From an optimization exercise on the open Yosys and OpenROAD flow, aimed at small area; shortcuts taken in it are not production practice.
Only simulation tests tie the RTL to the original design; equivalence was not proved.
No activity file was given, so power comes from the tool's default toggle rates. The flow treats the clock pin as an ideal source, which a real chip does not have.

// arm_state_snapshot
module arm_state_snapshot
#(
   parameter  int DATA_WIDTH    = 32,
   parameter  int NUM_REGS      = 16,
   parameter  int DATA_CAPACITY = 16,
   localparam int TOTAL         = arm_debug_pkg::snap_total(NUM_REGS, DATA_CAPACITY),
   localparam int IDX_W         = arm_debug_pkg::snap_idx_w(TOTAL)
) (
   input  logic                              clk,
   input  logic                              reset,
   input  logic [DATA_WIDTH*NUM_REGS-1:0]      i_Register_Bus,
   input  logic [DATA_WIDTH*DATA_CAPACITY-1:0] i_Data_Bus,
   input  logic [DATA_WIDTH-1:0]              i_PC,
   input  logic                              i_Trigger,
   input  logic                              i_Match_Enable,
   input  logic [DATA_WIDTH-1:0]              i_Match_PC,
   input  logic                              i_Ready,
   output logic                              o_Valid,
   output logic [DATA_WIDTH-1:0]              o_Word,
   output logic [IDX_W-1:0]                   o_Index,
   output logic [1:0]                         o_Section,
   output logic                              o_Last,
   output logic                              o_Busy,
   output logic                              o_Overrun,
   output logic [15:0]                        o_Snapshot_Count
);
Size: about 1100 flip-flops, roughly 1200 I/O pins, about 0.040 sq mm of cells after synthesis.
export LEC_CHECK = 0
export CAP_MARGIN = 20
export CORE_MARGIN = 2
export CORE_UTILIZATION = 60
export SLEW_MARGIN = 20
create_clock -name core_clock -period 6.0 [get_ports {clk}]
standard.sh (not shown) runs the stock make flow with config.mk's settings and CLKGATE_MAP_FILE= SYNTH_SCRIPT=/design/flow/synth_recipe.tcl, a recipe that flattens the netlist after the stock synthesis.
==> flow/flow/run.sh <==
#!/bin/bash
# Standard layout flow (standard.sh) with three changes:
#  - port buffers use the smallest buffer cell;
#  - clock tree sinks are clustered in larger groups and no dummy loads are added;
#  - IO pins may sit one routing track apart, so the die can be smaller.
export BUFFER_PORTS_ARGS="-buffer_cell sky130_fd_sc_hd__buf_1"
export CTS_ARGS="-sink_clustering_enable -repair_clock_nets -dont_use_dummy_load -sink_clustering_size 24 -sink_clustering_max_diameter 80"
export PLACE_PINS_ARGS="-min_distance 1 -min_distance_in_tracks"
bash standard.sh > standard.log 2>&1
==> next run, changes <==
==> flow/run.sh (new file) <==
#!/bin/bash
# synth_recipe.tcl (not shown) runs the flow's synth.tcl, then flattens the netlist and writes it again
# the make line also repeats each setting of config.mk as NAME=value (left out here)
make -C /OpenROAD-flow-scripts/flow DESIGN_CONFIG=/design/flow/config.mk WORK_HOME=/design/flow/orfs CLKGATE_MAP_FILE= SYNTH_SCRIPT=/design/flow/synth_recipe.tcl finish
--- a/flow/config.mk
+++ b/flow/config.mk
@@ -8,4 +8,4 @@
 export CAP_MARGIN = 20
 export CORE_MARGIN = 2
-export CORE_UTILIZATION = 60
+export CORE_UTILIZATION = 30
 export SLEW_MARGIN = 20
removed: flow/flow/run.sh
removed: flow/standard.sh
Total power rises by 30%.
First-iteration DRC count drops by 11%.
Worst setup slack is worse by 0.34 ns.
Synthesized cell count stays the same.
Clock-buffer cell count grows by 80.
Final area rose by 25%.
Sequential power increases by about 0.7%.
Register-to-register slack gets better by 0.10 ns.
Clock skew is lower by 0.033 ns.
Global-route usage went down by 16 points.

* * *

The RTL this note starts from:
==> flow/design.v <==
package arm_debug_pkg;
   function automatic int snap_total(input int num_regs, input int data_capacity);
      snap_total = 1 + num_regs + data_capacity;
   endfunction
   function automatic int snap_idx_w(input int total);
      snap_idx_w = (total > 1) ? $clog2(total) : 1;
   endfunction
endpackage
module arm_snapshot_trigger
#(
   parameter int DATA_WIDTH = 32
) (
   input  logic                  clk,
   input  logic                  reset,
   input  logic                  i_Trigger,
   input  logic                  i_Match_Enable,
   input  logic [DATA_WIDTH-1:0] i_PC,
   input  logic [DATA_WIDTH-1:0] i_Match_PC,
   output logic                  o_Event
);
   logic match_now_s;
   logic match_prev_r;
   always_comb begin
      match_now_s = 1'b0;
      o_Event     = 1'b0;
      if (i_Match_Enable && (i_PC == i_Match_PC)) begin
         match_now_s = 1'b1;
      end else begin
         match_now_s = 1'b0;
      end
      o_Event = i_Trigger | (match_now_s & ~match_prev_r);
   end
   always_ff @(posedge clk) begin
      if (reset) begin
         match_prev_r <= 1'b0;
      end else begin
         match_prev_r <= match_now_s;
      end
   end
endmodule
module arm_state_snapshot
#(
   parameter  int DATA_WIDTH    = 32,
   parameter  int NUM_REGS      = 16,
   parameter  int DATA_CAPACITY = 16,
   localparam int TOTAL         = arm_debug_pkg::snap_total(NUM_REGS, DATA_CAPACITY),
   localparam int IDX_W         = arm_debug_pkg::snap_idx_w(TOTAL)
) (
   input  logic                              clk,
   input  logic                              reset,
   input  logic [DATA_WIDTH*NUM_REGS-1:0]      i_Register_Bus,
   input  logic [DATA_WIDTH*DATA_CAPACITY-1:0] i_Data_Bus,
   input  logic [DATA_WIDTH-1:0]              i_PC,
   input  logic                              i_Trigger,
   input  logic                              i_Match_Enable,
   input  logic [DATA_WIDTH-1:0]              i_Match_PC,
   input  logic                              i_Ready,
   output logic                              o_Valid,
   output logic [DATA_WIDTH-1:0]              o_Word,
   output logic [IDX_W-1:0]                   o_Index,
   output logic [1:0]                         o_Section,
   output logic                              o_Last,
   output logic                              o_Busy,
   output logic                              o_Overrun,
   output logic [15:0]                        o_Snapshot_Count
);
   logic                  valid_r;
   logic [IDX_W-1:0]      idx_r;
   logic                  trig_s;
   logic                  xfer_s;
   logic                  last_s;
   logic                  last_xfer_s;
   logic                  capture_s;
   arm_snapshot_trigger #(
      .DATA_WIDTH (DATA_WIDTH)
   ) u_trigger (
      .clk            (clk),
      .reset          (reset),
      .i_Trigger      (i_Trigger),
      .i_Match_Enable (i_Match_Enable),
      .i_PC           (i_PC),
      .i_Match_PC     (i_Match_PC),
      .o_Event        (trig_s)
   );
   always_comb begin
      last_s      = (idx_r == IDX_W'(TOTAL - 1));
      xfer_s      = valid_r & i_Ready;
      last_xfer_s = xfer_s & last_s;
      capture_s   = trig_s & (~valid_r | last_xfer_s);
   end
   logic [TOTAL-1:0]              sel_s;
   logic [DATA_WIDTH*TOTAL-1:0]   src_s;
   logic [DATA_WIDTH*TOTAL-1:0]   store_s;
   always_comb begin
      for (int i = 0; i < TOTAL; i++) begin
         sel_s[i] = (idx_r == IDX_W'(i));
      end
      src_s = {i_Data_Bus, i_Register_Bus, i_PC};
   end
   arm_snapshot_store #(
      .WIDTH (DATA_WIDTH * TOTAL)
   ) u_store (
      .clk    (clk),
      .i_Keep (~capture_s),
      .i_Load (capture_s),
      .i_D    (src_s),
      .o_Q    (store_s)
   );
   arm_snapshot_mux #(
      .WIDTH (DATA_WIDTH),
      .N     (TOTAL)
   ) u_mux (
      .i_Sel  (sel_s),
      .i_D    (store_s),
      .o_Y    (o_Word)
   );
   always_ff @(posedge clk) begin
      if (capture_s) begin
         idx_r <= '0;
      end else if (xfer_s) begin
         idx_r <= idx_r + IDX_W'(1'b1);
      end
   end
   always_ff @(posedge clk) begin
      if (reset) begin
         valid_r          <= 1'b0;
         o_Overrun        <= 1'b0;
         o_Snapshot_Count <= 16'd0;
      end else begin
         if (capture_s) begin
            valid_r <= 1'b1;
         end else if (last_xfer_s) begin
            valid_r <= 1'b0;
         end
         if (last_xfer_s) begin
            o_Snapshot_Count <= o_Snapshot_Count + 16'd1;
         end else if (valid_r & trig_s) begin
            o_Overrun <= 1'b1;
         end
      end
   end
   always_comb begin
      o_Valid      = valid_r;
      o_Busy       = valid_r;
      o_Index      = idx_r;
      o_Last       = last_s;
      o_Section[1] = (idx_r > IDX_W'(NUM_REGS));
      o_Section[0] = (idx_r != '0) & ~o_Section[1];
   end
endmodule
module arm_snapshot_store
#(
   parameter int WIDTH = 32
) (
   input  logic             clk,
   input  logic             i_Keep,
   input  logic             i_Load,
   input  logic [WIDTH-1:0] i_D,
   output logic [WIDTH-1:0] o_Q
);
   always_ff @(posedge clk) begin
      o_Q <= (o_Q & {WIDTH{i_Keep}}) | (i_D & {WIDTH{i_Load}});
   end
endmodule
module arm_snapshot_mux
#(
   parameter int WIDTH = 32,
   parameter int N     = 33,
   localparam int G    = (N + 2) / 3
) (
   input  logic [N-1:0]       i_Sel,
   input  logic [WIDTH*N-1:0] i_D,
   output logic [WIDTH-1:0]   o_Y
);
   logic [3*G-1:0]       sel_s;
   logic [WIDTH*3*G-1:0] d_s;
   logic [WIDTH-1:0]     yn_s [0:G-1];
   always_comb begin
      sel_s = '0;
      d_s   = '0;
      sel_s[N-1:0]       = i_Sel;
      d_s[WIDTH*N-1:0]   = i_D;
   end
   for (genvar g = 0; g < G; g++) begin : g_grp
      arm_snapshot_aoi3 #(
         .WIDTH (WIDTH)
      ) u_aoi (
         .i_Sel (sel_s[3*g +: 3]),
         .i_D   (d_s[3*WIDTH*g +: 3*WIDTH]),
         .o_Yn  (yn_s[g])
      );
   end
   always_comb begin
      o_Y = '0;
      for (int g = 0; g < G; g++) begin
         o_Y = o_Y | ~yn_s[g];
      end
   end
endmodule
module arm_snapshot_aoi3
#(
   parameter int WIDTH = 32
) (
   input  logic [2:0]         i_Sel,
   input  logic [3*WIDTH-1:0] i_D,
   output logic [WIDTH-1:0]   o_Yn
);
   always_comb begin
      o_Yn = ~((i_D[0 +: WIDTH]       & {WIDTH{i_Sel[0]}})
             | (i_D[WIDTH +: WIDTH]   & {WIDTH{i_Sel[1]}})
             | (i_D[2*WIDTH +: WIDTH] & {WIDTH{i_Sel[2]}}));
   end
endmodule
export LEC_CHECK = 0
export CAP_MARGIN = 20
export CORE_MARGIN = 2
export CORE_UTILIZATION = 60
export PLACE_DENSITY = 0.75
export SLEW_MARGIN = 20
export SYNTH_HIERARCHICAL = 1
create_clock -name core_clock -period 6.0 [get_ports {clk}]
==> flow/flow/run.sh <==
#!/bin/bash
# Standard layout flow (standard.sh) with three changes:
#  - port buffers use the smallest buffer cell;
#  - clock tree sinks are clustered in larger groups and no dummy loads are added;
#  - IO pins may sit one routing track apart, so the die can be smaller.
export BUFFER_PORTS_ARGS="-buffer_cell sky130_fd_sc_hd__buf_1"
export CTS_ARGS="-sink_clustering_enable -repair_clock_nets -dont_use_dummy_load -sink_clustering_size 30 -sink_clustering_max_diameter 80"
export PLACE_PINS_ARGS="-min_distance 1 -min_distance_in_tracks"
bash standard.sh > standard.log 2>&1
The first run passed the timing, design-rule and antenna checks.
Then changed:
==> flow/flow/run.sh (replaced) <==
#!/bin/bash
# Standard layout flow (standard.sh) with three changes:
#  - port buffers use the smallest buffer cell;
#  - clock tree sinks are clustered in larger groups and no dummy loads are added;
#  - IO pins may sit one routing track apart, so the die can be smaller.
export BUFFER_PORTS_ARGS="-buffer_cell sky130_fd_sc_hd__buf_1"
export CTS_ARGS="-sink_clustering_enable -repair_clock_nets -dont_use_dummy_load -sink_clustering_size 24 -sink_clustering_max_diameter 80"
export PLACE_PINS_ARGS="-min_distance 1 -min_distance_in_tracks"
bash standard.sh > standard.log 2>&1
Settings changed: CORE_UTILIZATION 60 to 50, PLACE_DENSITY 0.75 to unset.
Outcome:
- global-route usage drops by 5.7 points
- non-clock buffer count came out higher by 6
- via count drops by 2.8%
- combinational power stays flat
- final cell count rose by 3.7%

==> re-timing with driven ports <==
No port has a modelled driver above. Below, the same layouts with a new extraction and two added sets of constraints.
Step 1 (the two cells are an assumption about what drives the block):
set clk [get_ports {clk}]
set_driving_cell -lib_cell sky130_fd_sc_hd__clkbuf_16 $clk
set_driving_cell -lib_cell sky130_fd_sc_hd__buf_2 [delete_from_list [all_inputs] $clk]
Step 2 adds t to the input delays and takes it off the output delays; t is the mean of the earliest and latest rising clock arrival at the registers after step 1. Input paths then give back, and output paths get back, about the clock's delay inside the block.
Three values: ideal, step 1, step 2; two values: the first two.
run	t, ns	setup WS [ns]	worst setup path at the end	latest minus earliest clock arrival (ns)	worst register clock-pin slew, ns
the first run of note 1	0.709	0.420 / 0.351 / 1.060	register to output	0.065 / 0.065	0.10 / 0.10
the second run of note 1	0.791	0.082 / 0.004 / 0.713	input to register	0.038 / 0.038	0.07 / 0.07
the first run of note 2	0.688	0.287 / 0.220 / 0.908	register to output	0.048 / 0.048	0.12 / 0.12
the second run of note 2	0.705	0.345 / 0.274 / 0.979	register to output	0.044 / 0.043	0.10 / 0.10
After both steps every run listed still meets setup and hold.
